This is an optimization exercise on Yosys and OpenROAD, whose aim is small area, a short achievable clock period and few clock cycles per item, not a production implementation.
In this exercise RTL edits were held to simulation tests only and were not proved equivalent to the original.
Power figures rest on the tool's default switching activity, not on a simulated workload.

==> design.v <==
`default_nettype none
package dtfs_pkg;
   localparam int CMD_W   = 4;
   localparam int IDX_W   = 6;
   localparam int LANE_W  = 3;
   localparam int VAL_W   = 32;
   localparam int DATA_W  = 64;
   localparam int ST_W    = 2;
   localparam int BC_W    = 9;
   localparam int CNT_W   = 7;
   localparam int REQ_TDATA_W = 80;
   localparam int RSP_TDATA_W = 56;
   localparam logic [CMD_W-1:0] CMD_WORD  = 4'd0;
   localparam logic [CMD_W-1:0] CMD_PAIR  = 4'd1;
   localparam logic [CMD_W-1:0] CMD_BYTE  = 4'd2;
   localparam logic [CMD_W-1:0] CMD_HALF  = 4'd3;
   localparam logic [CMD_W-1:0] CMD_SETF  = 4'd4;
   localparam logic [CMD_W-1:0] CMD_CLRF  = 4'd5;
   localparam logic [CMD_W-1:0] CMD_READ  = 4'd6;
   localparam logic [CMD_W-1:0] CMD_CLRM  = 4'd7;
   localparam logic [CMD_W-1:0] CMD_DUMP  = 4'd8;
   localparam logic [ST_W-1:0] ST_OK        = 2'd0;
   localparam logic [ST_W-1:0] ST_BAD_INDEX = 2'd1;
   localparam logic [ST_W-1:0] ST_BAD_LANE  = 2'd2;
   localparam logic [0:0] CSR_FIELDS_IN_USE = 1'b0;
   localparam logic [0:0] CSR_IN_WORLD      = 1'b1;
   localparam logic [CNT_W-1:0] FIELDS_RESET = 7'd64;
   localparam logic [BC_W-1:0]  ENTRY_BYTES  = 9'd6;
   typedef struct packed {
      logic [ST_W-1:0]  status;
      logic [IDX_W-1:0] index;
      logic [VAL_W-1:0] value;
      logic             mark;
      logic             enlist;
      logic             delist;
      logic             pending;
      logic             entry_valid;
      logic [BC_W-1:0]  byte_count;
      logic             last;
   } rsp_type;
endpackage
`default_nettype wire
`default_nettype none
module dtfs_ram #(
   parameter int WIDTH = 32,
   parameter int DEPTH = 32
) (
   input  wire logic                     clock,
   input  wire logic                     wr_en,
   input  wire logic [$clog2(DEPTH)-1:0] wr_addr,
   input  wire logic [WIDTH-1:0]         wr_data,
   input  wire logic [DEPTH-1:0]         rd_sel,
   output logic      [WIDTH-1:0]         rd_data
);
   logic [WIDTH-1:0] mem_ff [DEPTH];
   always_ff @(posedge clock) begin
      if (wr_en) begin
         mem_ff[wr_addr] <= wr_data;
      end
   end
   always_comb begin
      rd_data = '0;
      for (int r = 0; r < DEPTH; r++) begin
         rd_data = rd_data | (mem_ff[r] & {WIDTH{rd_sel[r]}});
      end
   end
endmodule
`default_nettype wire
`default_nettype none
import dtfs_pkg::*;
module dtfs_rsp_reg
(
   input  wire logic    clock,
   input  wire logic    reset,
   input  wire logic    in_valid,
   input  dtfs_pkg::rsp_type in_data,
   output logic         held,         
   output logic         held_next,    
   output logic         out_valid,
   input  wire logic    out_ready,
   output dtfs_pkg::rsp_type out_data
);
   logic              out_valid_ff, skid_valid_ff;
   dtfs_pkg::rsp_type out_data_ff, skid_data_ff;
   logic              load_out;
   assign load_out  = !out_valid_ff || out_ready;
   assign held_next = out_valid_ff && !out_ready && (skid_valid_ff || in_valid);
   always_ff @(posedge clock) begin
      if (reset) begin
         out_valid_ff  <= 1'b0;
         skid_valid_ff <= 1'b0;
      end else begin
         if (load_out) begin
            out_valid_ff <= skid_valid_ff || in_valid;
         end
         skid_valid_ff <= held_next;
      end
   end
   always_ff @(posedge clock) begin
      if (load_out) begin
         out_data_ff <= skid_valid_ff ? skid_data_ff : in_data;
      end
      if (!skid_valid_ff) begin
         skid_data_ff <= in_data;
      end
   end
   assign held      = skid_valid_ff;
   assign out_valid = out_valid_ff;
   assign out_data  = out_data_ff;
endmodule
`default_nettype wire
`default_nettype none
import dtfs_pkg::*;
module dtfs_seq
(
   input  wire logic                 clock,
   input  wire logic                 reset,
   input  wire logic [CNT_W-1:0]     cnt,
   input  wire logic                 in_world,
   input  wire logic                 in_valid,
   output logic                      in_ready,
   input  wire logic [CMD_W-1:0]     in_cmd,
   input  wire logic [IDX_W-1:0]     in_idx,
   input  wire logic [LANE_W-1:0]    in_lane,
   input  wire logic [DATA_W-1:0]    in_data,
   input  wire logic                 in_drop,
   output logic                      out_valid,
   output dtfs_pkg::rsp_type         out_data,
   input  wire logic                 hold,
   input  wire logic                 hold_next
);
   localparam int RW = IDX_W - 1;      
   localparam int NR = 32;             
   localparam int NF = 2 * NR;         
   localparam logic [CMD_W-1:0] CMD_EMPTY = 4'd15;
   logic adv;
   assign adv = !hold;
   logic [NR-1:0]        nz_e_ff, nz_o_ff;       
   logic [NR-1:0]        chg_e_ff, chg_o_ff;     
   logic                 c_set_e_ff, c_set_o_ff;
   logic [RW-1:0]        c_wa_e_ff, c_wa_o_ff;
   logic                 pending_ff;
   logic                 ready_ff;
   logic                 w_start_ff;             
   logic                 w_load_ff;              
   logic                 w_walk_ff;              
   logic [NF-1:0]        w_rest_ff;              
   logic [BC_W-1:0]      w_bc_ff;                
   logic                 q_v_ff;
   logic                 q_de_ff;                
   logic                 q_last_ff;              
   logic [CMD_W-1:0]     q_cmd_ff;
   logic [IDX_W-1:0]     q_idx_ff;
   logic [LANE_W-1:0]    q_lane_ff;
   logic [DATA_W-1:0]    q_data_ff;              
   logic                 q_drop_ff;
   logic                 q_bad_idx_ff, q_bad_lane_ff;
   logic [NR-1:0]        q_sel_e_ff;             
   logic [NR-1:0]        q_sel_o_ff;             
   logic                 q_fwd_e_ff, q_fwd_o_ff;  
   logic                 b_v_ff;
   logic [CMD_W-1:0]     b_cmd_ff;
   logic [IDX_W-1:0]     b_idx_ff;
   logic [RW-1:0]        b_ea_ff;                
   logic                 b_drop_ff;
   logic                 b_de_ff;
   logic                 b_last_ff;
   logic [ST_W-1:0]      b_st_ff;
   logic                 b_we_e_ff, b_we_o_ff;   
   logic                 we_e_ff, we_o_ff;       
   logic [VAL_W-1:0]     b_new_e_ff, b_new_o_ff;  
   logic [VAL_W-1:0]     b_old_e_ff, b_old_o_ff;  
   logic             we_e, we_o;
   logic [RW-1:0]    wa_e, wa_o;
   logic [VAL_W-1:0] wd_e, wd_o;
   logic [VAL_W-1:0] rd_e, rd_o;
   logic             a_we_e, a_we_o;         
   logic [VAL_W-1:0] a_e, a_o;
   logic [VAL_W-1:0] a_keep, a_set, a_mask;
   logic [VAL_W-1:0] a_keep_e, a_set_e, a_keep_o, a_set_o, a_new_e, a_new_o;
   logic             a_bad_idx, a_bad_lane;
   logic [ST_W-1:0]  a_st;
   logic             a_wr;                   
   dtfs_ram #(.WIDTH(VAL_W), .DEPTH(NR)) u_bank_e (
      .clock(clock), .wr_en(we_e), .wr_addr(wa_e), .wr_data(wd_e),
      .rd_sel(q_sel_e_ff & nz_e_ff), .rd_data(rd_e));
   dtfs_ram #(.WIDTH(VAL_W), .DEPTH(NR)) u_bank_o (
      .clock(clock), .wr_en(we_o), .wr_addr(wa_o), .wr_data(wd_o),
      .rd_sel(q_sel_o_ff & nz_o_ff), .rd_data(rd_o));
   always_comb begin
      a_e = q_fwd_e_ff ? wd_e : rd_e;
      a_o = q_fwd_o_ff ? wd_o : rd_o;
   end
   always_comb begin
      a_mask = '0;
      a_keep = '1;
      a_set  = '0;
      case (q_cmd_ff)
         CMD_WORD, CMD_PAIR: begin
            a_keep = '0;
            a_set  = q_data_ff[VAL_W-1:0];
         end
         CMD_BYTE: begin
            a_mask[{q_lane_ff[1:0], 3'b000} +: 8] = 8'hFF;
            a_keep = ~a_mask;
            a_set  = {4{q_data_ff[7:0]}} & a_mask;
         end
         CMD_HALF: begin
            a_mask[{q_lane_ff[0], 4'b0000} +: 16] = 16'hFFFF;
            a_keep = ~a_mask;
            a_set  = {2{q_data_ff[15:0]}} & a_mask;
         end
         CMD_SETF: begin
            a_set  = q_data_ff[VAL_W-1:0];
         end
         CMD_CLRF: begin
            a_keep = ~q_data_ff[VAL_W-1:0];
         end
         default: begin
         end
      endcase
      if (q_de_ff) begin
         a_keep = '1;
         a_set  = '0;
      end
      a_keep_e = '1;
      a_set_e  = '0;
      a_keep_o = '1;
      a_set_o  = '0;
      if (q_idx_ff[0]) begin
         a_keep_o = a_keep;
         a_set_o  = a_set;
         if (q_de_ff || (q_cmd_ff == CMD_PAIR)) begin
            a_keep_e = '0;
            a_set_e  = q_data_ff[DATA_W-1:VAL_W];
         end
      end else begin
         a_keep_e = a_keep;
         a_set_e  = a_set;
         if (q_de_ff || (q_cmd_ff == CMD_PAIR)) begin
            a_keep_o = '0;
            a_set_o  = q_data_ff[DATA_W-1:VAL_W];
         end
      end
      a_new_e = (a_e & a_keep_e) | a_set_e;
      a_new_o = (a_o & a_keep_o) | a_set_o;
   end
   always_comb begin
      a_bad_idx  = q_bad_idx_ff;
      a_bad_lane = q_bad_lane_ff;
      a_st = ST_OK;
      a_wr = q_v_ff && !q_de_ff && (q_cmd_ff <= CMD_CLRF) && !a_bad_idx && !a_bad_lane;
      a_we_e = a_wr && (!q_idx_ff[0] || (q_cmd_ff == CMD_PAIR));
      a_we_o = a_wr && (q_idx_ff[0] || (q_cmd_ff == CMD_PAIR));
      if (!q_de_ff && (q_cmd_ff <= CMD_READ)) begin
         if (a_bad_idx) begin
            a_st = ST_BAD_INDEX;
         end else if (a_bad_lane) begin
            a_st = ST_BAD_LANE;
         end
      end
   end
   logic             b_changed, b_enl, b_mark_old;
   logic [VAL_W-1:0] b_new;
   dtfs_pkg::rsp_type b_res;
   assign b_new  = b_idx_ff[0] ? b_new_o_ff : b_new_e_ff;
   assign b_changed = (b_we_e_ff && (b_new_e_ff != b_old_e_ff)) ||
                      (b_we_o_ff && (b_new_o_ff != b_old_o_ff));
   assign b_enl     = b_changed && in_world && !pending_ff;
   assign b_mark_old = b_idx_ff[0]
                       ? (chg_o_ff[b_idx_ff[IDX_W-1:1]] ||
                          (c_set_o_ff && (c_wa_o_ff == b_idx_ff[IDX_W-1:1])))
                       : (chg_e_ff[b_idx_ff[IDX_W-1:1]] ||
                          (c_set_e_ff && (c_wa_e_ff == b_idx_ff[IDX_W-1:1])));
   assign we_e = we_e_ff;
   assign we_o = we_o_ff;
   assign wa_e = b_ea_ff;
   assign wa_o = b_idx_ff[IDX_W-1:1];
   assign wd_e = b_new_e_ff;
   assign wd_o = b_new_o_ff;
   always_comb begin
      b_res         = '0;
      b_res.pending = pending_ff;
      b_res.last    = 1'b1;
      if (b_de_ff) begin
         b_res.index       = b_idx_ff;
         b_res.value       = b_new;
         b_res.mark        = b_mark_old;
         b_res.entry_valid = 1'b1;
         b_res.byte_count  = b_idx_ff[0] ? b_new_e_ff[BC_W-1:0] : b_new_o_ff[BC_W-1:0];
         b_res.last        = b_last_ff;
      end else if (b_cmd_ff <= CMD_READ) begin
         b_res.status = b_st_ff;
         b_res.index  = b_idx_ff;
         if (b_st_ff == ST_OK) begin
            b_res.value   = b_new;
            b_res.mark    = b_mark_old || b_changed;
            b_res.enlist  = b_enl;
            b_res.pending = pending_ff || b_enl;
         end
      end else if (b_cmd_ff == CMD_CLRM) begin
         b_res.index   = b_idx_ff;
         b_res.delist  = pending_ff && b_drop_ff;
         b_res.pending = 1'b0;
      end
   end
   assign out_valid = b_v_ff && adv;
   assign out_data  = b_res;
   logic [NF-1:0]    w_src, w_one, w_rest, cnt_mask;
   logic [IDX_W-1:0] w_first;
   logic             w_empty, w_done, w_busy;
   logic             w_many;                 
   logic [NF/2-1:0]  w_any1, w_many1;
   logic [NF/4-1:0]  w_any2, w_many2;
   logic [NF/8-1:0]  w_any3, w_many3;
   logic [NF/16-1:0] w_any4, w_many4;
   logic [NF/32-1:0] w_any5, w_many5;
   always_comb begin
      for (int i = 0; i < NF / 2; i++) begin
         w_any1[i]  = w_src[2*i] | w_src[2*i+1];
         w_many1[i] = w_src[2*i] & w_src[2*i+1];
      end
      for (int i = 0; i < NF / 4; i++) begin
         w_any2[i]  = w_any1[2*i] | w_any1[2*i+1];
         w_many2[i] = w_many1[2*i] | w_many1[2*i+1] | (w_any1[2*i] & w_any1[2*i+1]);
      end
      for (int i = 0; i < NF / 8; i++) begin
         w_any3[i]  = w_any2[2*i] | w_any2[2*i+1];
         w_many3[i] = w_many2[2*i] | w_many2[2*i+1] | (w_any2[2*i] & w_any2[2*i+1]);
      end
      for (int i = 0; i < NF / 16; i++) begin
         w_any4[i]  = w_any3[2*i] | w_any3[2*i+1];
         w_many4[i] = w_many3[2*i] | w_many3[2*i+1] | (w_any3[2*i] & w_any3[2*i+1]);
      end
      for (int i = 0; i < NF / 32; i++) begin
         w_any5[i]  = w_any4[2*i] | w_any4[2*i+1];
         w_many5[i] = w_many4[2*i] | w_many4[2*i+1] | (w_any4[2*i] & w_any4[2*i+1]);
      end
      w_many = w_many5[0] | w_many5[1] | (w_any5[0] & w_any5[1]);
   end
   assign w_busy = w_start_ff || w_load_ff || w_walk_ff;
   always_comb begin
      for (int i = 0; i < NF; i++) begin
         cnt_mask[i] = (CNT_W'(i) < cnt);
      end
   end
   logic [NR-1:0] nz_e_next, nz_o_next;
   logic [NF-1:0] w_all;
   always_comb begin
      nz_e_next = nz_e_ff;
      nz_o_next = nz_o_ff;
      if (we_e) begin
         nz_e_next[wa_e] = (wd_e != '0);
      end
      if (we_o) begin
         nz_o_next[wa_o] = (wd_o != '0);
      end
      for (int i = 0; i < NR; i++) begin
         w_all[2*i]   = nz_e_next[i] & cnt_mask[2*i];
         w_all[2*i+1] = nz_o_next[i] & cnt_mask[2*i+1];
      end
   end
   always_comb begin
      w_src   = w_rest_ff;
      w_rest  = w_src & (w_src - 1'b1);
      w_one   = w_src & ~w_rest;
      w_empty = (w_src == '0);
      w_done  = !w_many;
      w_first = '0;
      for (int i = 0; i < NF; i++) begin
         if (w_one[i]) begin
            w_first = w_first | IDX_W'(i);
         end
      end
   end
   logic accept, port_open;
   assign in_ready  = ready_ff;
   assign port_open = !w_busy;
   assign accept    = in_valid && adv && port_open;
   logic w_start_next, w_load_next, w_walk_next;
   always_comb begin
      w_start_next = w_start_ff;
      w_load_next  = w_load_ff;
      w_walk_next  = w_walk_ff;
      if (!w_busy) begin
         w_start_next = accept && (in_cmd == CMD_DUMP);
      end else if (adv) begin
         w_start_next = 1'b0;
         w_load_next  = w_start_ff;
         w_walk_next  = (w_load_ff || w_walk_ff) && !w_done;
      end
   end
   always_ff @(posedge clock) begin
      if (reset) begin
         nz_e_ff    <= '0;
         nz_o_ff    <= '0;
         chg_e_ff   <= '0;
         chg_o_ff   <= '0;
         c_set_e_ff <= 1'b0;
         c_set_o_ff <= 1'b0;
         pending_ff <= 1'b0;
         ready_ff   <= 1'b1;
         w_start_ff <= 1'b0;
         w_load_ff  <= 1'b0;
         w_walk_ff  <= 1'b0;
         q_v_ff     <= 1'b0;
         b_v_ff     <= 1'b0;
         b_we_e_ff  <= 1'b0;
         b_we_o_ff  <= 1'b0;
         we_e_ff    <= 1'b0;
         we_o_ff    <= 1'b0;
      end else begin
         we_e_ff    <= !hold_next && (adv ? a_we_e : b_we_e_ff);
         we_o_ff    <= !hold_next && (adv ? a_we_o : b_we_o_ff);
         w_start_ff <= w_start_next;
         w_load_ff  <= w_load_next;
         w_walk_ff  <= w_walk_next;
         ready_ff   <= !hold_next && !(w_start_next || w_load_next || w_walk_next);
         nz_e_ff <= nz_e_next;
         nz_o_ff <= nz_o_next;
         c_set_e_ff <= b_changed && we_e;
         c_set_o_ff <= b_changed && we_o;
         if (adv && b_v_ff && !b_de_ff && (b_cmd_ff == CMD_CLRM)) begin
            chg_e_ff <= '0;
            chg_o_ff <= '0;
         end else begin
            if (c_set_e_ff) chg_e_ff[c_wa_e_ff] <= 1'b1;
            if (c_set_o_ff) chg_o_ff[c_wa_o_ff] <= 1'b1;
         end
         if (adv) begin
            if (b_v_ff && !b_de_ff && (b_cmd_ff == CMD_CLRM)) begin
               pending_ff <= 1'b0;
            end else begin
               pending_ff <= pending_ff || b_enl;
            end
            b_v_ff    <= q_v_ff;
            b_we_e_ff <= a_we_e;
            b_we_o_ff <= a_we_o;
            if (port_open) begin
               q_v_ff <= in_valid && (in_cmd != CMD_DUMP);
            end else begin
               q_v_ff <= w_load_ff || w_walk_ff;
            end
         end
      end
   end
   always_ff @(posedge clock) begin
      c_wa_e_ff <= wa_e;
      c_wa_o_ff <= wa_o;
      if (adv) begin
         if (port_open) begin
            q_de_ff   <= 1'b0;
            q_cmd_ff  <= in_cmd;
            q_idx_ff  <= in_idx;
            q_lane_ff <= in_lane;
            q_data_ff <= in_data;
            q_drop_ff <= in_drop;
            q_bad_idx_ff  <= (in_cmd == CMD_PAIR) ? ({1'b0, in_idx} + 7'd1 >= cnt)
                                                  : ({1'b0, in_idx} >= cnt);
            q_bad_lane_ff <= ((in_cmd == CMD_BYTE) && (in_lane > 3'd3)) ||
                             ((in_cmd == CMD_HALF) && (in_lane > 3'd1));
            for (int r = 0; r < NR; r++) begin
               q_sel_o_ff[r] <= (in_idx[IDX_W-1:1] == RW'(r));
               q_sel_e_ff[r] <= ((in_idx[IDX_W-1:1] + RW'(in_idx[0])) == RW'(r)) &&
                               !(in_idx == 6'd63);
            end
            q_fwd_e_ff <= a_we_e && ((q_idx_ff[IDX_W-1:1] + RW'(q_idx_ff[0])) ==
                                     (in_idx[IDX_W-1:1] + RW'(in_idx[0])));
            q_fwd_o_ff <= a_we_o && (q_idx_ff[IDX_W-1:1] == in_idx[IDX_W-1:1]);
         end else begin
            q_de_ff   <= !w_empty;
            q_last_ff <= w_done;
            q_cmd_ff  <= w_empty ? CMD_EMPTY : CMD_DUMP;
            q_idx_ff  <= w_first;
            q_data_ff[DATA_W-1:VAL_W] <= VAL_W'(w_load_ff ? ENTRY_BYTES
                                                          : (w_bc_ff + ENTRY_BYTES));
            for (int r = 0; r < NR; r++) begin
               q_sel_e_ff[r] <= w_one[2*r];
               q_sel_o_ff[r] <= w_one[2*r+1];
            end
            q_fwd_e_ff <= 1'b0;
            q_fwd_o_ff <= 1'b0;
            w_rest_ff  <= w_start_ff ? w_all : w_rest;
         end
         if (w_load_ff) begin
            w_bc_ff <= ENTRY_BYTES;
         end else begin
            w_bc_ff <= w_bc_ff + ENTRY_BYTES;
         end
         b_cmd_ff   <= q_cmd_ff;
         b_idx_ff   <= q_idx_ff;
         b_ea_ff    <= q_idx_ff[IDX_W-1:1] + RW'(q_idx_ff[0]);
         b_drop_ff  <= q_drop_ff;
         b_de_ff    <= q_de_ff;
         b_last_ff  <= q_last_ff;
         b_st_ff    <= a_st;
         b_new_e_ff <= a_new_e;
         b_new_o_ff <= a_new_o;
         b_old_e_ff <= a_e;
         b_old_o_ff <= a_o;
      end
   end
endmodule
`default_nettype wire
`default_nettype none
import dtfs_pkg::*;
module dirty_tracked_field_store_core
(
   input  wire logic                   clock,
   input  wire logic                   reset,
   input  wire logic                   req_tvalid,
   output logic                        req_tready,
   input  wire logic [REQ_TDATA_W-1:0] req_tdata,
   input  wire logic [CMD_W-1:0]       req_tuser,
   output logic                        rsp_tvalid,
   input  wire logic                   rsp_tready,
   output logic [RSP_TDATA_W-1:0]      rsp_tdata,
   output logic [ST_W-1:0]             rsp_tuser,
   output logic                        rsp_tlast,
   input  wire logic                   csr_valid,
   output logic                        csr_ready,
   input  wire logic [0:0]             csr_index,
   input  wire logic [CNT_W-1:0]       csr_data
);
   logic [CNT_W-1:0]  count_ff;
   logic              world_ff;
   logic [CNT_W-1:0]  eff_cnt;
   logic              seq_valid;
   logic              hold, hold_next;
   dtfs_pkg::rsp_type seq_data, out_data;
   assign csr_ready = 1'b1;
   always_ff @(posedge clock) begin
      if (reset) begin
         count_ff <= FIELDS_RESET;
         world_ff <= 1'b0;
      end else if (csr_valid) begin
         if (csr_index == CSR_FIELDS_IN_USE) begin
            count_ff <= csr_data;
         end else begin
            world_ff <= csr_data[0];
         end
      end
   end
   assign eff_cnt = count_ff[CNT_W-1] ? 7'd64 : count_ff;
   dtfs_seq u_seq (
      .clock     (clock),
      .reset     (reset),
      .cnt       (eff_cnt),
      .in_world  (world_ff),
      .in_valid  (req_tvalid),
      .in_ready  (req_tready),
      .in_cmd    (req_tuser),
      .in_idx    (req_tdata[5:0]),
      .in_lane   (req_tdata[8:6]),
      .in_data   (req_tdata[72:9]),
      .in_drop   (req_tdata[73]),
      .out_valid (seq_valid),
      .out_data  (seq_data),
      .hold      (hold),
      .hold_next (hold_next)
   );
   dtfs_rsp_reg u_rsp_reg (
      .clock     (clock),
      .reset     (reset),
      .in_valid  (seq_valid),
      .in_data   (seq_data),
      .held      (hold),
      .held_next (hold_next),
      .out_valid (rsp_tvalid),
      .out_ready (rsp_tready),
      .out_data  (out_data)
   );
   assign rsp_tdata = {4'b0000, out_data.byte_count, out_data.entry_valid, out_data.pending,
                       out_data.delist, out_data.enlist, out_data.mark, out_data.value,
                       out_data.index};
   assign rsp_tuser = out_data.status;
   assign rsp_tlast = out_data.last;
endmodule
`default_nettype wire
==> run.sh <==
#!/bin/bash
# synth_recipe.tcl (not shown) runs the flow's synth.tcl, then flattens the netlist and writes it again
# the make line also repeats each setting of config.mk as NAME=value (left out here)
make -C /OpenROAD-flow-scripts/flow DESIGN_CONFIG=/design/flow/config.mk WORK_HOME=/design/flow/orfs CLKGATE_MAP_FILE= SYNTH_SCRIPT=/design/flow/synth_recipe.tcl finish
==> config.mk <==
export PLATFORM = sky130hd
export DESIGN_NAME = dirty_tracked_field_store_core
export DESIGN_NICKNAME = dirty_tracked_field_store_core
export VERILOG_FILES = /design/flow/design.v
export SDC_FILE = /design/flow/constraint.sdc
export NUM_CORES = 4
export LEC_CHECK = 0
export ABC_CLOCK_PERIOD_IN_PS = 3000
export CAP_MARGIN = 20
export CORE_MARGIN = 2
export CORE_UTILIZATION = 40
export SETUP_SLACK_MARGIN = 4.7
export SLEW_MARGIN = 20
export TNS_END_PERCENT = 100
==> constraint.sdc <==
create_clock -name core_clock -period 8.0 [get_ports {clock}]
set_input_delay 1.6000 -clock core_clock [delete_from_list [all_inputs] [get_ports {clock}]]
set_output_delay 1.6000 -clock core_clock [all_outputs]
set_load 0.01 [all_outputs]
==> notes.md, run 1 <==
initial antenna violation count=15; Yosys cell types=86; Leak Pwr=40.0 nW; most common cell after layout, fill and taps aside=edfxtp_1; CTS tree=done; RSZ-0062 raised after global routing=true; outcome=finished clean; Syn Inst Count=6832; via count=70.9k; Max Clk Rate=288 MHz; post-DP HPWL=220 mm; slowest stage delay, CP=0.70 ns; die area=264000 um^2; DR DRC count=0; Synth top area share=0.712; HP Start=u_rsp_reg.skid_data_ff[10]$_DFF_P_; period utilization=0.434; ranking of synthesized cells by area=edfxtp_1 71%, a22oi_1 4.4%, dfxtp_1 4.2%; first-pass GRT wire length=538 mm; largest net degree at the start of global routing=80; CTS root buf=clkbuf_16; Die Y=514 um; WHS Path Cells=2; final wirelength=398 mm; Post-CTS Hold Fix Bufs=0; worst relative slew slack=0.197; worst min-delay path class=reg2reg; CP delay by family, top=flip-flops; Area Overhead vs Synth=16.4%; asr flop ratio synth=0; gp weighted congestion=0.956; Pwr per Cell Area=248 nW/um^2; H-tree Lvls=5; crit path cell chain=buf_2; Critical-path top delay cell=edfxtp_1; Startpoint Class=flop; Peak VDD IR=0.253 mV; initial cell density of the core=0.402; routed vias/inst=6.55; worst reg2reg endpoint=u_seq.q_idx_ff[2]$_DFFE_PN_; Die Wd=514 um; GRT overflow=0; Cell Area, Synth=104000 um^2; Placeable Area=259000 um^2; Crit Path Category=reg2out; num ports=159; crit-path max FO=1; Tot Pwr=30.1 mW; clock sinks=2686; Std-Cell Rows=187; Arrival @ worst endpoint=1.87 ns; Setup Viol. Count Final=0; Port-buffer cells=147; CTS max path bufs=4; Final Critical Period=3.47 ns; Worst Hold Endpoint=u_rsp_reg.skid_data_ff[10]$_DFF_P_; Inserted Clock Buffers=295; Max-Cap Viols=0; Worst Setup SP=u_rsp_reg.out_data_ff[30]$_DFFE_PP_; Worst EP required=6.40 ns; DRT Pass-1 Iters=9; Final ANT Viol Nets=0; CP Buf/Inv Count=1; Crit Reg-Reg Startpoint=u_seq.w_rest_ff[39]$_DFFE_PP_; post-synth top area cell=edfxtp_1; yosys warns=4; clock slew seen by the registers of the worst setup and hold paths=0.06 ns; endpoints failing hold=0; Worst-Margin Slew=1.19 ns; most frequent cells in the layout=2470 x edfxtp_1, 598 x a22oi_1, 441 x nand2_1; Seq cells post-synth=2686; Clock Latency Late Sink=0.96 ns; Post-synth EDFFs=2470; Layout Nets=7328; setup TNS=0 ns; Worst setup EP type=output port; initial detailed-routing violation count=13.5k; share of cells above drive strength 1=0.142; total global routing track utilization=0.292; ys flop type=edfxtp_1; Mean Syn Cell Area=15.2 um^2; vias in the first global route=66.4k; R2R setup slack=4.70 ns; Worst Clk Skew=0.0852 ns; sequential area share after synthesis=0.754; Reg2Reg Depth=8; WL per Instance=36.8 um; fin. max-slew vios=0
[what timing repair did]
item                       in CTS  in global routing
resized for setup             160                 58
setup endpoints to repair     926                383
setup buffers                  79                 41
pin swaps                      11                  8
[worst register-to-register path, cell delays in order (launching register included)]
cell and delay [ns]:
edfxtp_1 0.62, nor4_1 0.13, buf_4 0.18, nand4_1 0.18
or2_4 0.23, o2111ai_1 0.18, or4_1 0.62, or4b_1 0.55
o32a_1 0.35
[layer usage]
| layer | wire [um] | part of all wire | track usage | vias to the layer above |
|---|---|---|---|---|
| met5 | 40 | 0.00010 | 0 | - |
| li1 | - | - | - | 28200 |
| met3 | 50800 | 0.13 | 0.0566 | 950 |
| met4 | 24200 | 0.061 | 0.149 | 6 |
| met2 | 171000 | 0.43 | 0.429 | 5637 |
| met1 | 152000 | 0.38 | 0.414 | 36200 |
[flip-flops by register name, indices dropped and copies added (netlist names), 55 cells and up]
| name | cells |
|---|---|
| u_rsp_reg.skid_data_ff | 55 |
| u_seq.u_bank_o.mem_ff | 1024 |
| u_seq.u_bank_e.mem_ff | 1024 |
| u_seq.q_data_ff | 64 |
| u_rsp_reg.out_data_ff | 55 |
| u_seq.w_rest_ff | 64 |
[Yosys cell counts (19+ instances only)]
cell type and n:
a22o_1 178, and4_1 21, xnor2_1 89, a31oi_1 47, a221oi_1 182, ha_1 32
a32oi_1 40, nor2b_1 23, dfxtp_1 216, nand3_1 152, nand4_1 142, o22ai_1 36
a21oi_1 183, o32ai_1 34, xor2_1 24, a211oi_1 61, mux2i_1 86, edfxtp_1 2470
clkbuf_1 335, o32a_1 19, or4_1 19, nor2_1 391, nand2_1 441, and2_1 99
o21ai_0 199, a222oi_1 79, a22oi_1 609, buf_1 78, nor4_1 59, buf_2 23
nor3_1 99, inv_1 101, and3_1 19
[power breakdown]
part	switching, mW	internal [mW]	total (mW)
Combinational	0.952	0.363	1.31
Sequential	0.189	15.6	15.8
Clock	5.46	7.50	13.0
[worst max path at each step]
stage / to / slack [ns] / cells after the start
after floorplan: u_seq.u_bank_o.mem_ff[0][0]$_DFFE_PP_ / 4.53 / 7
after global placement: u_seq.q_bad_idx_ff$_DFFE_PP_ / 3.20 / 9
after detailed placement: u_seq.q_bad_idx_ff$_DFFE_PP_ / 3.19 / 9
after CTS: rsp_tdata[21] / 4.47 / 1
after global routing: rsp_tdata[21] / 4.50 / 1
final: rsp_tdata[21] / 4.53 / 1
[area by class of cell]
type	count	area [um^2]
Tap cell	3402	4260
Inverter	102	390
Antenna cell	8	20.0
Multi-Input combinational cell	3601	24800
Sequential cell	2686	78500
Clock buffer	389	8010
Timing Repair Buffer	513	4240
Clock inverter	119	970
Fill cell	22300	138000
[stage by stage]
| stage | util | setup slack, ns | instance area, um^2 | std cells | hold slack (ns) |
|---|---|---|---|---|---|
| 6_report | 0.467 | 4.53 | 121000 | 10800 | 0.455 |
| 5_1_grt | 0.467 | 4.50 | 121000 | 10800 | 0.483 |
| 4_1_cts | 0.465 | 4.47 | 120000 | 10800 | 0.453 |
| 3_5_place_dp | 0.427 | 3.19 | 111000 | 10200 | 0.437 |
| 3_3_place_gp | 0.427 | 3.20 | 111000 | 10200 | 0.427 |
| 2_1_floorplan | - | 4.53 | 104000 | 6835 | 0.346 |
[cell families (layout without fill, tap and decap cells)]
kind of cell / count (synthesis) / after routing / share of synthesized area
adder cells (fa/ha/maj): 34 / 34 / 0.00404
flip-flops: 2686 / 2686 / 0.754
AND/OR/NAND/NOR: 1582 / 1582 / 0.0751
buffers and inverters: 548 / 1123 / 0.0205
other: 2 / 13 / 0.0000721
XOR/XNOR: 113 / 113 / 0.00950
multiplexers: 102 / 102 / 0.0115
AO/OA/AOI/OAI: 1765 / 1765 / 0.126
Testbench counts, summed over its fixed seeds: cycles 20,626, items 12,000.
==> inputs of run 2 (changes only) <==
--- a/design.v
+++ b/design.v
@@ -373,6 +373,17 @@
          end
       end
    end
+   logic [NR-1:0]    in_sel_e, in_sel_o;
+   logic [CNT_W-1:0] cnt_m1;
+   always_comb begin
+      for (int r = 0; r < NR; r++) begin
+         in_sel_o[r] = (in_idx[IDX_W-1:1] == RW'(r));
+      end
+      in_sel_e = in_idx[0] ? {in_sel_o[NR-2:0], 1'b0} : in_sel_o;
+   end
+   logic             cnt_zero;
+   assign cnt_m1   = cnt - 1'b1;    
+   assign cnt_zero = (cnt == '0);
    logic accept, port_open;
    assign in_ready  = ready_ff;
    assign port_open = !w_busy;
@@ -455,18 +466,14 @@
             q_lane_ff <= in_lane;
             q_data_ff <= in_data;
             q_drop_ff <= in_drop;
-            q_bad_idx_ff  <= (in_cmd == CMD_PAIR) ? ({1'b0, in_idx} + 7'd1 >= cnt)
+            q_bad_idx_ff  <= (in_cmd == CMD_PAIR) ? (cnt_zero || ({1'b0, in_idx} >= cnt_m1))
                                                   : ({1'b0, in_idx} >= cnt);
             q_bad_lane_ff <= ((in_cmd == CMD_BYTE) && (in_lane > 3'd3)) ||
                              ((in_cmd == CMD_HALF) && (in_lane > 3'd1));
-            for (int r = 0; r < NR; r++) begin
-               q_sel_o_ff[r] <= (in_idx[IDX_W-1:1] == RW'(r));
-               q_sel_e_ff[r] <= ((in_idx[IDX_W-1:1] + RW'(in_idx[0])) == RW'(r)) &&
-                               !(in_idx == 6'd63);
-            end
-            q_fwd_e_ff <= a_we_e && ((q_idx_ff[IDX_W-1:1] + RW'(q_idx_ff[0])) ==
-                                     (in_idx[IDX_W-1:1] + RW'(in_idx[0])));
-            q_fwd_o_ff <= a_we_o && (q_idx_ff[IDX_W-1:1] == in_idx[IDX_W-1:1]);
+            q_sel_o_ff <= in_sel_o;
+            q_sel_e_ff <= in_sel_e;
+            q_fwd_e_ff <= a_we_e && ((q_sel_e_ff & in_sel_e) != '0);
+            q_fwd_o_ff <= a_we_o && ((q_sel_o_ff & in_sel_o) != '0);
          end else begin
             q_de_ff   <= !w_empty;
             q_last_ff <= w_done;
--- a/config.mk
+++ b/config.mk
@@ -8,7 +8,10 @@
 export ABC_CLOCK_PERIOD_IN_PS = 3000
 export CAP_MARGIN = 20
 export CORE_MARGIN = 2
-export CORE_UTILIZATION = 40
+export CORE_UTILIZATION = 55
+export CTS_CLUSTER_DIAMETER = 60
+export CTS_CLUSTER_SIZE = 30
+export PLACE_DENSITY = 0.65
 export SETUP_SLACK_MARGIN = 4.7
 export SLEW_MARGIN = 20
 export TNS_END_PERCENT = 100
==> notes.md, run 2 <==
CTS root buf=clkbuf_16; Port-buffer cells=147; ranking of synthesized cells by area=edfxtp_1 71%, dfxtp_1 4.1%, a22oi_1 2.7%; Setup Viol. Count Final=0; Gate power share=0.050; endpoints failing hold=0; post-synth top area cell=edfxtp_1; Sw Ratio=0.238; worst hold slack=0.426 ns; Worst Clk Skew=0.0631 ns; DRT Pass-1 Iters=9; post-synthesis adder-cell area fraction=0.00394; asr flop ratio synth=0; vias in the first global route=64.2k; GRT overflow=0; Clk pwr share=0.360; gp weighted congestion=1.01; Seq cells post-synth=2686; routed vias/inst=7.23; ys flop type=edfxtp_1; H-tree Lvls=4; Placed Cells incl. Taps=9300; top cells by count, synth=2470 x edfxtp_1, 440 x nand2_1, 390 x clkbuf_1; Mean Syn Cell Area=15.3 um^2; Die Wd=440 um; initial antenna violation count=18; worst min-delay path class=reg2reg; CTS tree=done; Yosys cell types=88; Max Clk Rate=292 MHz; switching power=6.38 mW; Post-CTS Hold Fix Bufs=0; Layout Nets=7133; most frequent cells in the layout=2470 x edfxtp_1, 437 x nand2_1, 361 x a22oi_1; largest family of logic cells by synthesized area=compound AO/OA/AOI/OAI gates; Worst EP required=8.54 ns; final cell count without fillers=9656; Inserted Clock Buffers=159; Peak VDD IR=0.191 mV; Cell Area, Synth=105000 um^2; clock sinks=2686; initial cell density of the core=0.552; Clock Latency Late Sink=0.87 ns; fin. max-slew vios=0; Flop pwr share=0.590; num ports=159; crit path cell chain=buf_4 -> nor4_1 -> nand4_1 -> or2_2 -> and3_1 -> a22oi_2 -> o31ai_1; Placed Area=110000 um^2; total global routing track utilization=0.387; sequential area share after synthesis=0.750; Startpoint Class=flop; design area=117000 um^2; multiplexer area fraction after synthesis=0.0118; Die Y=440 um; RSZ-0062 raised after global routing=true; Synth Area in XOR/XNOR=0.00828; Worst-Margin Slew=1.09 ns; die area=194000 um^2; Std-Cell Rows=160; biggest regs=u_seq.u_bank_e.mem_ff: 1024 flops, u_seq.u_bank_o.mem_ff: 1024 flops; Area Overhead vs Synth=11.8%; initial detailed-routing violation count=13.5k; Critical-path top delay cell=a22oi_2; first-pass GRT wire length=514 mm; Final ANT Viol Nets=0; share of cells above drive strength 1=0.121; most common cell after layout, fill and taps aside=edfxtp_1; Compound-Gate Fraction of Synth Area=0.130; Synth top area share=0.708; largest net degree at the start of global routing=142; period utilization=0.428; Synth Area in Simple Gates=0.0755; final wirelength=382 mm; post-DP HPWL=211 mm; Placeable Area=190000 um^2; DR DRC count=0; yosys warns=4; outcome=finished clean; Syn Inst Count=6866; crit-path max FO=36; Post-synth EDFFs=2470; slowest stage delay, CP=0.58 ns; WL per Instance=39.6 um; Arrival @ worst endpoint=3.96 ns; CTS max path bufs=3; Final Critical Period=3.43 ns; Pwr per Cell Area=228 nW/um^2; Crit Path Category=reg2reg; Worst setup EP type=flop; most common cell in the netlist=edfxtp_1; Leak Pwr=38.5 nW; worst relative slew slack=0.272; via count=69.8k; clock slew seen by the registers of the worst setup and hold paths=0.09 ns; cell internal pwr=20.4 mW; Max-Cap Viols=0; setup TNS=0 ns
-- run 2: per-layer routing --
| metal | global-route usage | wire [um] | up-vias |
|---|---|---|---|
| met5 | 0 | 25 | - |
| met4 | 0.198 | 23600 | 4 |
| met3 | 0.0920 | 51500 | 1083 |
| met2 | 0.601 | 173000 | 5649 |
| met1 | 0.513 | 134000 | 35200 |
| li1 | - | - | 27900 |
-- run 2: repair_timing --
item,4_1_cts,5_1_grt
cloned,0,1
setup endpoints to repair,422,240
pin swaps,7,9
resized for setup,118,78
setup buffers,28,23
-- run 2: kinds of logic (layout without fill, tap and decap cells) --
logic type	Yosys count	after routing
muxes	102	102
other	2	14
adders and majority gates	33	33
buffers and inverters	569	835
DFF	2686	2686
xor gates and xnor gates	99	100
and+or+nand+nor	1590	1590
AOI/OAI and AO/OA	1785	1785
-- run 2: final timing paths --
path / startpoint / endpoint / slack, ns / depth (start not counted)
worst min register to register: u_seq.q_last_ff$_DFFE_PP_ / u_seq.b_last_ff$_DFFE_PN_ / 0.43 / 0
worst min-delay path: u_seq.q_last_ff$_DFFE_PP_ / u_seq.b_last_ff$_DFFE_PN_ / 0.43 / 0
worst max-delay path: u_seq.b_new_o_ff[14]$_DFFE_PN_ / u_seq.w_rest_ff[3]$_DFFE_PP_ / 4.57 / 7
worst max register to register: u_seq.b_new_o_ff[14]$_DFFE_PN_ / u_seq.w_rest_ff[3]$_DFFE_PP_ / 4.57 / 7
-- run 2: cell type report --
cell class | count | area [um^2]
Sequential cell | 2686 | 78500
Fill cell | 14000 | 72500
Multi-Input combinational cell | 3615 | 25400
Clock buffer | 179 | 4230
Timing Repair Buffer | 439 | 3810
Tap cell | 2511 | 3140
Clock inverter | 115 | 1600
Inverter | 102 | 399
Antenna cell | 9 | 22.5
-- run 2: stage by stage --
stage	power, mW	utilization	worst slack (ns)
after global placement	17.3	0.580	3.12
after CTS	26.7	0.614	4.67
after floorplan	16.7	-	4.31
final	26.7	0.617	4.57
after global routing	27.3	0.617	4.61
after detailed placement	17.3	0.580	3.16
-- run 2: power by group through the flow --
stage / logic, mW / registers, mW / clock network (mW)
3_5_place_dp: 1.22 / 16.1 / 0
2_1_floorplan: 0.483 / 16.2 / 0
3_3_place_gp: 1.19 / 16.1 / 0
5_1_grt: 1.40 / 15.8 / 10.1
4_1_cts: 1.26 / 15.8 / 9.62
6_report: 1.34 / 15.8 / 9.62
-- run 2: critical path: cells and delay by family (launching register included) --
kind            cells  cell delay (ns)
compound gates      2             0.73
flops               1             0.37
simple gates        4             1.72
buf+inv             1             0.27
Testbench counts of run 2, summed over its fixed seeds: cycles 20,626, items 12,000.
==> inputs of run 3 (changes only) <==
--- a/design.v
+++ b/design.v
@@ -82,14 +82,23 @@
 );
    logic              out_valid_ff, skid_valid_ff;
    dtfs_pkg::rsp_type out_data_ff, skid_data_ff;
-   logic              load_out;
+   logic              load_out, load_word;
+   dtfs_pkg::rsp_type next_word;
+   logic [BC_W-1:0]   bc_ff;           
+   logic              in_dump_ff;      
    assign load_out  = !out_valid_ff || out_ready;
+   assign load_word = load_out && (skid_valid_ff || in_valid);
+   assign next_word = skid_valid_ff ? skid_data_ff : in_data;
    assign held_next = out_valid_ff && !out_ready && (skid_valid_ff || in_valid);
    always_ff @(posedge clock) begin
       if (reset) begin
          out_valid_ff  <= 1'b0;
          skid_valid_ff <= 1'b0;
+         in_dump_ff    <= 1'b0;
       end else begin
+         if (load_word) begin
+            in_dump_ff <= next_word.entry_valid && !next_word.last;
+         end
          if (load_out) begin
             out_valid_ff <= skid_valid_ff || in_valid;
          end
@@ -98,7 +107,16 @@
    end
    always_ff @(posedge clock) begin
       if (load_out) begin
-         out_data_ff <= skid_valid_ff ? skid_data_ff : in_data;
+         out_data_ff <= next_word;
+      end
+      if (load_word) begin
+         if (!next_word.entry_valid) begin
+            bc_ff <= '0;
+         end else if (in_dump_ff) begin
+            bc_ff <= bc_ff + ENTRY_BYTES;
+         end else begin
+            bc_ff <= ENTRY_BYTES;
+         end
       end
       if (!skid_valid_ff) begin
          skid_data_ff <= in_data;
@@ -106,7 +124,10 @@
    end
    assign held      = skid_valid_ff;
    assign out_valid = out_valid_ff;
-   assign out_data  = out_data_ff;
+   always_comb begin
+      out_data            = out_data_ff;
+      out_data.byte_count = bc_ff;
+   end
 endmodule
 `default_nettype wire
 `default_nettype none
@@ -145,14 +166,13 @@
    logic                 w_load_ff;              
    logic                 w_walk_ff;              
    logic [NF-1:0]        w_rest_ff;              
-   logic [BC_W-1:0]      w_bc_ff;                
    logic                 q_v_ff;
    logic                 q_de_ff;                
    logic                 q_last_ff;              
    logic [CMD_W-1:0]     q_cmd_ff;
    logic [IDX_W-1:0]     q_idx_ff;
    logic [LANE_W-1:0]    q_lane_ff;
-   logic [DATA_W-1:0]    q_data_ff;              
+   logic [DATA_W-1:0]    q_data_ff;
    logic                 q_drop_ff;
    logic                 q_bad_idx_ff, q_bad_lane_ff;
    logic [NR-1:0]        q_sel_e_ff;             
@@ -230,14 +250,14 @@
       if (q_idx_ff[0]) begin
          a_keep_o = a_keep;
          a_set_o  = a_set;
-         if (q_de_ff || (q_cmd_ff == CMD_PAIR)) begin
+         if (!q_de_ff && (q_cmd_ff == CMD_PAIR)) begin
             a_keep_e = '0;
             a_set_e  = q_data_ff[DATA_W-1:VAL_W];
          end
       end else begin
          a_keep_e = a_keep;
          a_set_e  = a_set;
-         if (q_de_ff || (q_cmd_ff == CMD_PAIR)) begin
+         if (!q_de_ff && (q_cmd_ff == CMD_PAIR)) begin
             a_keep_o = '0;
             a_set_o  = q_data_ff[DATA_W-1:VAL_W];
          end
@@ -287,7 +307,6 @@
          b_res.value       = b_new;
          b_res.mark        = b_mark_old;
          b_res.entry_valid = 1'b1;
-         b_res.byte_count  = b_idx_ff[0] ? b_new_e_ff[BC_W-1:0] : b_new_o_ff[BC_W-1:0];
          b_res.last        = b_last_ff;
       end else if (b_cmd_ff <= CMD_READ) begin
          b_res.status = b_st_ff;
@@ -479,8 +498,6 @@
             q_last_ff <= w_done;
             q_cmd_ff  <= w_empty ? CMD_EMPTY : CMD_DUMP;
             q_idx_ff  <= w_first;
-            q_data_ff[DATA_W-1:VAL_W] <= VAL_W'(w_load_ff ? ENTRY_BYTES
-                                                          : (w_bc_ff + ENTRY_BYTES));
             for (int r = 0; r < NR; r++) begin
                q_sel_e_ff[r] <= w_one[2*r];
                q_sel_o_ff[r] <= w_one[2*r+1];
@@ -489,11 +506,6 @@
             q_fwd_o_ff <= 1'b0;
             w_rest_ff  <= w_start_ff ? w_all : w_rest;
          end
-         if (w_load_ff) begin
-            w_bc_ff <= ENTRY_BYTES;
-         end else begin
-            w_bc_ff <= w_bc_ff + ENTRY_BYTES;
-         end
          b_cmd_ff   <= q_cmd_ff;
          b_idx_ff   <= q_idx_ff;
          b_ea_ff    <= q_idx_ff[IDX_W-1:1] + RW'(q_idx_ff[0]);
--- a/config.mk
+++ b/config.mk
@@ -8,10 +8,10 @@
 export ABC_CLOCK_PERIOD_IN_PS = 3000
 export CAP_MARGIN = 20
 export CORE_MARGIN = 2
-export CORE_UTILIZATION = 55
+export CORE_UTILIZATION = 62
 export CTS_CLUSTER_DIAMETER = 60
 export CTS_CLUSTER_SIZE = 30
-export PLACE_DENSITY = 0.65
+export PLACE_DENSITY = 0.72
 export SETUP_SLACK_MARGIN = 4.7
 export SLEW_MARGIN = 20
 export TNS_END_PERCENT = 100
==> notes.md, run 3 <==
met3 Track Usage GR=0.129; Final ANT Viol Nets=0; Inserted Clock Buffers=145; Flop pwr share=0.602; Gate power share=0.050; Die Wd=414 um; share of cells above drive strength 1=0.123; Tot Pwr=26.0 mW; DRT Pass-1 Iters=10; Placeable Area=167000 um^2; worst setup margin=4.61 ns; most common cell in the netlist=edfxtp_1; first-pass GRT wire length=506 mm; Layout Nets=7092; Worst Clk Skew=0.0604 ns; initial cell density of the core=0.624; asr flop ratio synth=0; Syn Inst Count=6811; CTS root buf=clkbuf_16; Area Overhead vs Synth=11.0%; crit-path max FO=8; WL per Instance=40.1 um; Finished Core Util=0.692; gp weighted congestion=1.03; Die Y=414 um; clock slew seen by the registers of the worst setup and hold paths=0.09 ns; outcome=finished clean; M2 GR Usage=0.646; Clock Latency Late Sink=0.87 ns; Mean Syn Cell Area=15.3 um^2; post-synth top area cell=edfxtp_1; via count=70.4k; ranking of synthesized cells by area=edfxtp_1 71%, dfxtp_1 4.0%, a221oi_1 2.7%; Startpoint Class=flop; H-tree Lvls=4; switching power=5.98 mW; DR DRC count=0; initial detailed-routing violation count=13.5k; biggest regs=u_seq.u_bank_e.mem_ff: 1024 flops, u_seq.u_bank_o.mem_ff: 1024 flops; die area=171000 um^2; post-DP HPWL=206 mm; Max Clk Rate=295 MHz; num ports=159; routed vias/inst=7.58; top cells by count, synth=2461 x edfxtp_1, 419 x nand2_1, 404 x nor2_1; most common cell after layout, fill and taps aside=edfxtp_1; total global routing track utilization=0.432; Final Critical Period=3.39 ns; largest net degree at the start of global routing=82; Peak VDD IR=0.269 mV; ys flop type=edfxtp_1; Synth top area share=0.710; grt met1 use=0.567; Clk pwr share=0.348; Crit Path Category=reg2reg; cell internal pwr=20.0 mW; endpoints failing hold=0; fin. max-slew vios=0; period utilization=0.424; R2R setup slack=4.61 ns; Fill cells=11.1k; most used routing layer=met2; sequential area share after synthesis=0.750; CTS tree=done; Port-buffer cells=146; Worst-Margin Slew=1.28 ns; Cell Area, Synth=104000 um^2; yosys warns=4; Placed Cells incl. Taps=8942; worst relative slew slack=0.121; Seq cells post-synth=2669; Max-Cap Viols=0; final cell count without fillers=9290; RSZ-0062 raised after global routing=true; Sw Ratio=0.230; Arrival @ worst endpoint=4.02 ns; Worst EP required=8.63 ns; pre-CTS WS=3.03 ns; most frequent cells in the layout=2461 x edfxtp_1, 417 x nand2_1, 338 x a22oi_1; GRT overflow=0; Setup Viol. Count Final=0; Leak Pwr=37.8 nW; Pwr per Cell Area=225 nW/um^2; Yosys cell types=93; final wirelength=373 mm; Worst setup EP type=flop; Post-synth EDFFs=2461; setup TNS=0 ns; worst min-delay path class=reg2reg; initial antenna violation count=15; CTS max path bufs=3; vias in the first global route=65.3k; Std-Cell Rows=150; clock sinks=2669
## run 3: changes by cell type in the layout (fill, tap and decap cells not counted), sizes merged, moves of 22 or more
cell / change
buf: +27
a22oi: -30
nand2: -22
a31oi: +31
nand3: -23
and2: -36
nor2: +27
## run 3: repair_timing
item / CTS / global route
hold buffers: 0 / 0
gates cloned: 1 / 0
endpoints found under the setup margin: 986 / 82
hold endpoints to repair: 0 / 0
pin swaps: 15 / 8
gates resized for setup: 131 / 61
buffers inserted: 57 / 18
## run 3: area by class of cell
type,count,area [um^2],area share
sequential,2669,78100,0.676
inverter,111,443,0.00384
tap,2204,2760,0.0239
timing repair inverter,1,16.3,0.000141
clock inverter,105,1400,0.0121
timing repair buffer,465,3900,0.0338
antenna,5,12.5,0.000108
clock buffer,162,3880,0.0336
multi-input combinational,3568,25000,0.217
## run 3: logic make-up after synthesis
| kind of cell | count (synthesis) | synth area share |
|---|---|---|
| compound gates | 1784 | 0.131 |
| xor+xnor | 107 | 0.00901 |
| fa+ha+maj | 35 | 0.00419 |
| buf+inv | 578 | 0.0217 |
| flops | 2669 | 0.750 |
| mux | 95 | 0.0111 |
| other cells | 2 | 0.0000722 |
| simple gates | 1541 | 0.0731 |
## run 3: per-stage QoR
step | area (um^2) | hold WS, ns
floorplan | 104000 | 0.346
global placement | 109000 | 0.401
finish | 115000 | 0.422
CTS | 115000 | 0.416
global route | 115000 | 0.431
detailed placement | 109000 | 0.410
## run 3: power by group through the flow
stage / Clock (mW) / Sequential (mW) / Combinational [mW]
2_1_floorplan: 0 / 16.1 / 0.446
3_3_place_gp: 0 / 16.0 / 1.15
3_5_place_dp: 0 / 16.0 / 1.19
4_1_cts: 9.00 / 15.6 / 1.22
5_1_grt: 9.46 / 15.7 / 1.33
6_report: 9.04 / 15.6 / 1.29
## run 3: final timing paths
check	start	end	depth (start not counted)
min reg2reg	u_seq.q_drop_ff$_DFFE_PP_	u_seq.b_drop_ff$_DFFE_PN_	0
min	u_seq.q_drop_ff$_DFFE_PP_	u_seq.b_drop_ff$_DFFE_PN_	0
max	u_seq.w_rest_ff[37]$_DFFE_PP_	u_seq.q_idx_ff[5]$_DFFE_PN_	6
max reg2reg	u_seq.w_rest_ff[37]$_DFFE_PP_	u_seq.q_idx_ff[5]$_DFFE_PN_	6
## run 3: critical path, cell delays in order, from the launching register on
cell and delay (ns):
edfxtp_1 0.62, or4_1 0.67, nor4_2 0.77, nand4_1 0.31, o41a_1 0.26, and4_1 0.24, a31oi_1 0.32
## run 3: per-layer routing
layer  part of all wire  wire, um  up-vias
met5            0.00037       139        -
met3               0.15     57100     1302
li1                   -         -    27700
met4              0.069     25800       10
met2               0.44    165000     6346
met1               0.33    124000    35000
Testbench counts of run 3, summed over its fixed seeds: cycles 20,626, items 12,000.
==> inputs of run 4 (changes only) <==
--- a/config.mk
+++ b/config.mk
@@ -8,10 +8,10 @@
 export ABC_CLOCK_PERIOD_IN_PS = 3000
 export CAP_MARGIN = 20
 export CORE_MARGIN = 2
-export CORE_UTILIZATION = 62
+export CORE_UTILIZATION = 66
 export CTS_CLUSTER_DIAMETER = 60
 export CTS_CLUSTER_SIZE = 30
-export PLACE_DENSITY = 0.72
+export PLACE_DENSITY = 0.76
 export SETUP_SLACK_MARGIN = 4.7
 export SLEW_MARGIN = 20
 export TNS_END_PERCENT = 100
==> notes.md, run 4 <==
Pwr per Cell Area=222 nW/um^2; top cells by count, synth=2461 x edfxtp_1, 419 x nand2_1, 404 x nor2_1; Cell Area, Synth=104000 um^2; Seq cells post-synth=2669; Std-Cell Rows=145; Leak Pwr=37.7 nW; Worst Setup SP=u_seq.b_new_e_ff[12]$_DFFE_PN_; num ports=159; initial detailed-routing violation count=16.2k; routed vias/inst=7.83; Synth top area share=0.710; Synth Area in XOR/XNOR=0.00901; clock sinks=2669; Die Wd=401 um; Post-CTS Hold Fix Bufs=0; Crit Reg-Reg Startpoint=u_seq.b_new_e_ff[12]$_DFFE_PN_; CTS tree=done; sequential area share after synthesis=0.750; largest net degree at the start of global routing=139; Placed Area=109000 um^2; Fill cells=9490; Final ANT Viol Nets=0; footprint of the multi-input gates=24800 um^2; Syn Inst Count=6811; ranking of synthesized cells by area=edfxtp_1 71%, dfxtp_1 4.0%, a221oi_1 2.7%; Inserted Clock Buffers=144; biggest regs=u_seq.u_bank_e.mem_ff: 1024 flops, u_seq.u_bank_o.mem_ff: 1024 flops; total global routing track utilization=0.450; worst min-delay path class=reg2reg; post-synth top area cell=edfxtp_1; asr flop ratio synth=0; worst relative slew slack=0.0708; DRT Pass-1 Iters=10; RSZ-0062 raised after global routing=true; Mean Syn Cell Area=15.3 um^2; Finished Core Util=0.734; Yosys cell types=93; most common cell after layout, fill and taps aside=edfxtp_1; final wirelength=368 mm; Arrival @ worst endpoint=4.00 ns; Max-Cap Viols=0; setup TNS=0 ns; gp weighted congestion=0.975; post-synthesis adder-cell area fraction=0.00419; Die Y=401 um; GRT overflow=0; post-DP HPWL=203 mm; Layout Nets=7096; Area Overhead vs Synth=10.3%; Peak VDD IR=0.215 mV; Final Critical Period=3.43 ns; Worst-Margin Slew=1.39 ns; H-tree Lvls=4; Synth Area in Simple Gates=0.0731; Clock Latency Late Sink=0.84 ns; Startpoint Class=flop; initial antenna violation count=17; CTS max path bufs=3; Compound-Gate Fraction of Synth Area=0.131; clock slew seen by the registers of the worst setup and hold paths=0.11 ns; first-pass GRT wire length=501 mm; Crit Path Category=reg2reg; die area=161000 um^2; multiplexer area fraction after synthesis=0.0111; most common cell in the netlist=edfxtp_1; Placeable Area=156000 um^2; Port-buffer cells=146; CTS root buf=clkbuf_16; crit-path max FO=36; via count=71.6k; ys flop type=edfxtp_1; endpoints failing hold=0; Worst EP required=8.57 ns; DR DRC count=0; initial cell density of the core=0.665; Worst Clk Skew=0.0528 ns; WL per Instance=40.3 um; Placed Cells incl. Taps=8799; final cell count without fillers=9144; Post-synth EDFFs=2461; largest family of logic cells by synthesized area=compound AO/OA/AOI/OAI gates; Max Clk Rate=291 MHz; Setup Viol. Count Final=0; HP Start=u_seq.q_drop_ff$_DFFE_PP_; most frequent cells in the layout=2461 x edfxtp_1, 418 x nand2_1, 343 x a22oi_1; design area=115000 um^2; outcome=finished clean; Worst setup EP type=flop; fin. max-slew vios=0; Reg area=78100 um^2; worst hold slack=0.464 ns; period utilization=0.429; vias in the first global route=66.7k; yosys warns=4; share of cells above drive strength 1=0.121
## run 4: cell counts after synthesis
Identical to the previous run, type by type.
## run 4: worst paths after layout
| path | end | slack (ns) | cells after the start |
|---|---|---|---|
| worst max-delay path | u_rsp_reg.out_data_ff[14]$_DFFE_PP_ | 4.57 | 8 |
| worst min-delay path | u_seq.b_drop_ff$_DFFE_PN_ | 0.46 | 0 |
| worst max register to register | u_rsp_reg.out_data_ff[14]$_DFFE_PP_ | 4.57 | 8 |
| worst min register to register | u_seq.b_drop_ff$_DFFE_PN_ | 0.46 | 0 |
## run 4: where the power goes
| part | leakage (nW) | internal [mW] | total [mW] | switching (mW) |
|---|---|---|---|---|
| combinational | 10.4 | 0.320 | 1.24 | 0.923 |
| clock | 2.39 | 3.72 | 8.60 | 4.88 |
| sequential | 24.9 | 15.5 | 15.7 | 0.152 |
## run 4: final cells by class
class                      instances  share of cell area
multi-input combinational       3568               0.216
inverter                         111             0.00371
antenna                            5            0.000109
clock inverter                   107              0.0108
sequential                      2669               0.680
tap                             2058              0.0224
timing repair buffer             471              0.0341
clock buffer                     155              0.0322
## run 4: layer usage
metal	GRT usage	routed length, um	vias to the layer above	share of wire
met1	0.606	119000	34700	0.32
met4	0.240	25200	8	0.068
met2	0.647	157000	7654	0.43
met3	0.161	67500	1441	0.18
met5	0	50	-	0.00014
li1	-	-	27700	-
## run 4: cells by family (layout without fill, tap and decap cells)
logic type | after synthesis | after routing
XOR/XNOR | 107 | 107
AND/OR/NAND/NOR | 1541 | 1541
flip-flops | 2669 | 2669
adder cells (fa/ha/maj) | 35 | 35
multiplexers | 95 | 95
buffers and inverters | 578 | 844
other | 2 | 11
AO/OA/AOI/OAI | 1784 | 1784
## run 4: what timing repair did
item / 4_1_cts / 5_1_grt
gates resized for setup: 114 / 54
pin swaps: 10 / 15
setup endpoints to repair: 237 / 131
buffers inserted: 52 / 19
## run 4: metrics by stage
step | worst slack (ns) | total power [mW]
2_1_floorplan | 4.42 | 16.5
3_3_place_gp | 3.43 | 17.1
3_5_place_dp | 3.47 | 17.1
4_1_cts | 4.61 | 25.3
5_1_grt | 4.64 | 25.9
6_report | 4.57 | 25.5
## run 4: worst max-delay path, stage by stage, from the launching register on
cell	delay, ns
edfxtp_1	0.38
buf_4	0.28
xor2_1	0.22
nor4_1	0.52
nand4_1	0.24
o21ai_0	0.48
nand2_1	0.43
a2bb2oi_4	0.43
o21ai_0	0.17
==> inputs of run 5 (changes only) <==
--- a/design.v
+++ b/design.v
@@ -375,8 +375,8 @@
          nz_o_next[wa_o] = (wd_o != '0);
       end
       for (int i = 0; i < NR; i++) begin
-         w_all[2*i]   = nz_e_next[i] & cnt_mask[2*i];
-         w_all[2*i+1] = nz_o_next[i] & cnt_mask[2*i+1];
+         w_all[2*i]   = nz_e_ff[i] & cnt_mask[2*i];
+         w_all[2*i+1] = nz_o_ff[i] & cnt_mask[2*i+1];
       end
    end
    always_comb begin
@@ -415,8 +415,8 @@
       if (!w_busy) begin
          w_start_next = accept && (in_cmd == CMD_DUMP);
       end else if (adv) begin
-         w_start_next = 1'b0;
-         w_load_next  = w_start_ff;
+         w_start_next = w_start_ff && (we_e || we_o);
+         w_load_next  = w_start_ff && !(we_e || we_o);
          w_walk_next  = (w_load_ff || w_walk_ff) && !w_done;
       end
    end
==> notes.md, run 5 <==
outcome=finished clean; cell internal pwr=20.1 mW; Setup Viol. Count Final=0; CP delay by family, top=compound AO/OA/AOI/OAI gates; Reg area=78100 um^2; sequential area share after synthesis=0.750; period utilization=0.426; crit-path max FO=19; Startpoint Class=flop; routed vias/inst=7.81; die area=161000 um^2; Tot Pwr=26.3 mW; Crit Path Category=reg2reg; post-synth top area cell=edfxtp_1; Die Wd=401 um; Mean Syn Cell Area=15.1 um^2; Layout Nets=7122; Critical-path top delay cell=and2_2; Yosys cell types=88; asr flop ratio synth=0; initial cell density of the core=0.665; Pwr per Cell Area=229 nW/um^2; Cell Area, Synth=104000 um^2; crit path cell chain=and2_2 -> buf_4 -> a22o_1 -> a221oi_1 -> nand4_1 -> nor3_1 -> a21oi_2 -> a211oi_1 -> a31oi_1; Fill cells=9517; clock slew seen by the registers of the worst setup and hold paths=0.10 ns; Arrival @ worst endpoint=4.07 ns; R2R setup slack=4.59 ns; Post-synth EDFFs=2461; total global routing track utilization=0.454; Crit Reg-Reg Startpoint=u_seq.nz_o_ff[7]$_SDFFE_PP0P_; Clk pwr share=0.341; Seq cells post-synth=2669; slowest stage delay, CP=0.66 ns; vias in the first global route=66.3k; Max-Cap Viols=0; most common cell after layout, fill and taps aside=edfxtp_1; most frequent cells in the layout=2461 x edfxtp_1, 392 x nand2_1, 328 x a22oi_1; num ports=159; Area Overhead vs Synth=10.6%; Worst-Margin Slew=1.09 ns; Leak Pwr=37.3 nW; Worst Hold Endpoint=u_seq.b_last_ff$_DFFE_PN_; DR DRC count=0; yosys warns=4; final wirelength=372 mm; DRT Pass-1 Iters=12; initial antenna violation count=16; Placeable Area=156000 um^2; CP Buf/Inv Count=1; Die Y=401 um; Worst EP required=8.66 ns; Flop pwr share=0.603; worst relative slew slack=0.274; Std-Cell Rows=145; Final ANT Viol Nets=0; Worst Clk Skew=0.0468 ns; CTS root buf=clkbuf_16; Inserted Clock Buffers=148; most common cell in the netlist=edfxtp_1; biggest regs=u_seq.u_bank_e.mem_ff: 1024 flops, u_seq.u_bank_o.mem_ff: 1024 flops; endpoints failing hold=0; WL per Instance=40.6 um; Port-buffer cells=146; Sw Ratio=0.236; Syn Inst Count=6870; via count=71.7k; Clock Latency Late Sink=0.87 ns; footprint of the multi-input gates=25100 um^2; setup TNS=0 ns; share of cells above drive strength 1=0.120; worst min-delay path class=reg2reg; switching power=6.20 mW; post-DP HPWL=212 mm; Max Clk Rate=294 MHz; Worst Setup SP=u_seq.nz_o_ff[7]$_SDFFE_PP0P_; ranking of synthesized cells by area=edfxtp_1 71%, dfxtp_1 4.0%, a22o_1 2.7%; largest net degree at the start of global routing=98; Peak VDD IR=0.285 mV; CTS tree=done; GRT overflow=0; gp weighted congestion=1.03; Final Critical Period=3.41 ns; worst reg2reg endpoint=u_seq.b_new_o_ff[21]$_DFFE_PN_; top cells by count, synth=2461 x edfxtp_1, 411 x clkbuf_1, 397 x nand2_1; RSZ-0062 raised after global routing=true; H-tree Lvls=4; fin. max-slew vios=0; Synth top area share=0.710; Gate power share=0.055; Worst setup EP type=flop; CTS max path bufs=3; Reg2Reg Depth=9; initial detailed-routing violation count=15.0k; WHS Path Cells=0; clock sinks=2669; ys flop type=edfxtp_1; first-pass GRT wire length=506 mm; HP Start=u_seq.q_last_ff$_DFFE_PP_
[run 5: changes by cell type after synthesis, sizes merged, moves of 26 or more]
cell / before / now
a21oi: 164 / 292
nand3: 155 / 230
xor2: 85 / 19
xnor2: 22 / 85
nor2: 404 / 343
nor2b: 28 / 79
inv: 109 / 65
nand4: 111 / 147
and4: 42 / 9
a32oi: 39 / 9
nor3: 85 / 112
o211ai: 4 / 30
o32ai: 42 / 16
[run 5: stage by stage]
stage                util  cell area [um^2]  setup WS, ns  instances  hold WS (ns)
global route        0.736            115000          4.65       9170         0.390
CTS                 0.731            114000          4.68       9127         0.378
global placement    0.694            109000          3.37       8818         0.404
floorplan               -            104000          4.45       6874         0.346
finish              0.736            115000          4.59       9171         0.381
detailed placement  0.694            109000          3.36       8818         0.407
[run 5: area by class of cell]
cell class / instances / area share
antenna: 1 / 0.0000217
clock buffer: 170 / 0.0343
clock inverter: 101 / 0.0117
inverter: 66 / 0.00242
multi-input combinational: 3660 / 0.218
sequential: 2669 / 0.678
tap: 2058 / 0.0224
timing repair buffer: 446 / 0.0331
[run 5: layer usage]
metal,vias up,GRT usage,routed length [um]
li1,27800,-,-
met1,34900,0.602,121000
met2,7283,0.671,162000
met3,1570,0.145,62000
met4,10,0.254,26500
met5,-,0,68
[run 5: worst max path at each step]
stage                                                 end  slack, ns  cells after the start
global route               u_seq.b_new_e_ff[22]$_DFFE_PN_       4.65                      9
finish                     u_seq.b_new_o_ff[21]$_DFFE_PN_       4.59                      9
global placement             u_seq.q_bad_idx_ff$_DFFE_PP_       3.37                     11
detailed placement         u_seq.q_fwd_o_ff$_SDFFCE_PN0N_       3.36                      9
CTS                           u_seq.q_idx_ff[2]$_DFFE_PN_       4.68                      8
floorplan           u_seq.u_bank_o.mem_ff[0][0]$_DFFE_PP_       4.45                      8
[run 5: worst register-to-register path, stage by stage, from the launching register on]
cell and delay [ns]:
dfxtp_1 0.58, and2_2 0.66, buf_4 0.57, a22o_1 0.23
a221oi_1 0.05, nand4_1 0.18, nor3_1 0.09, a21oi_2 0.50
a211oi_1 0.16, a31oi_1 0.21
[run 5: cell families (layout without fill, tap and decap cells)]
| family | Yosys count | after routing | share of synthesized area |
|---|---|---|---|
| muxes | 67 | 67 | 0.00855 |
| AOI/OAI and AO/OA | 1833 | 1833 | 0.130 |
| buffers and inverters | 545 | 783 | 0.0201 |
| and+or+nand+nor | 1615 | 1615 | 0.0778 |
| xor gates and xnor gates | 104 | 104 | 0.00876 |
| adders and majority gates | 35 | 35 | 0.00419 |
| other | 2 | 7 | 0.0000722 |
| DFF | 2669 | 2669 | 0.750 |
[run 5: power by group through the flow]
stage / sequential [mW] / clock [mW] / combinational [mW]
6_report: 15.9 / 8.98 / 1.46
5_1_grt: 15.9 / 9.40 / 1.52
4_1_cts: 15.9 / 8.93 / 1.34
3_5_place_dp: 16.2 / 0 / 1.30
3_3_place_gp: 16.2 / 0 / 1.26
2_1_floorplan: 16.2 / 0 / 0.565
[run 5: timing repair]
action                                  in CTS  in global routing
endpoints found under the hold margin        0                  0
hold buffers                                 0                  0
buffers inserted                            38                 38
pin swaps                                   10                 11
endpoints found under the setup margin     553                294
gates resized for setup                    134                 73
Testbench counts of run 5, summed over its fixed seeds: cycles 20,762, items 12,000.

-- static timing again, ports no longer ideal --
Ports are ideal in the flow. The routed layouts listed here were re-timed in OpenROAD. Step 1 (the two cells are an assumption about what drives the block):
set clk [get_ports {clock}]
set_driving_cell -lib_cell sky130_fd_sc_hd__clkbuf_16 $clk
set_driving_cell -lib_cell sky130_fd_sc_hd__buf_2 [delete_from_list [all_inputs] $clk]
Step 2 times the ports against the registers' clock, not the clock port: input delays grow and output delays shrink by t, the midpoint of the rising clock arrivals with the driver on. Slacks: ideal ports / drivers / drivers and shift; pairs: ideal ports / drivers.
| run | t, ns | setup slack, ns | latest minus earliest clock arrival (ns) |
|---|---|---|---|
| run 1 | 1.008 | 4.531 / 4.438 / 3.761 | 0.093 / 0.093 |
| run 2 | 0.936 | 4.574 / 4.574 / 3.856 | 0.082 / 0.082 |
| run 3 | 0.933 | 4.607 / 4.607 / 3.877 | 0.063 / 0.063 |
| run 4 | 0.898 | 4.566 / 4.566 / 3.944 | 0.062 / 0.062 |
| run 5 | 0.930 | 4.594 / 4.594 / 3.908 | 0.071 / 0.071 |
After both steps setup and hold are still met in every run listed. The setup slack of run 1, which loses most, moves by -0.093 ns with the drivers and by -0.770 ns with both steps.
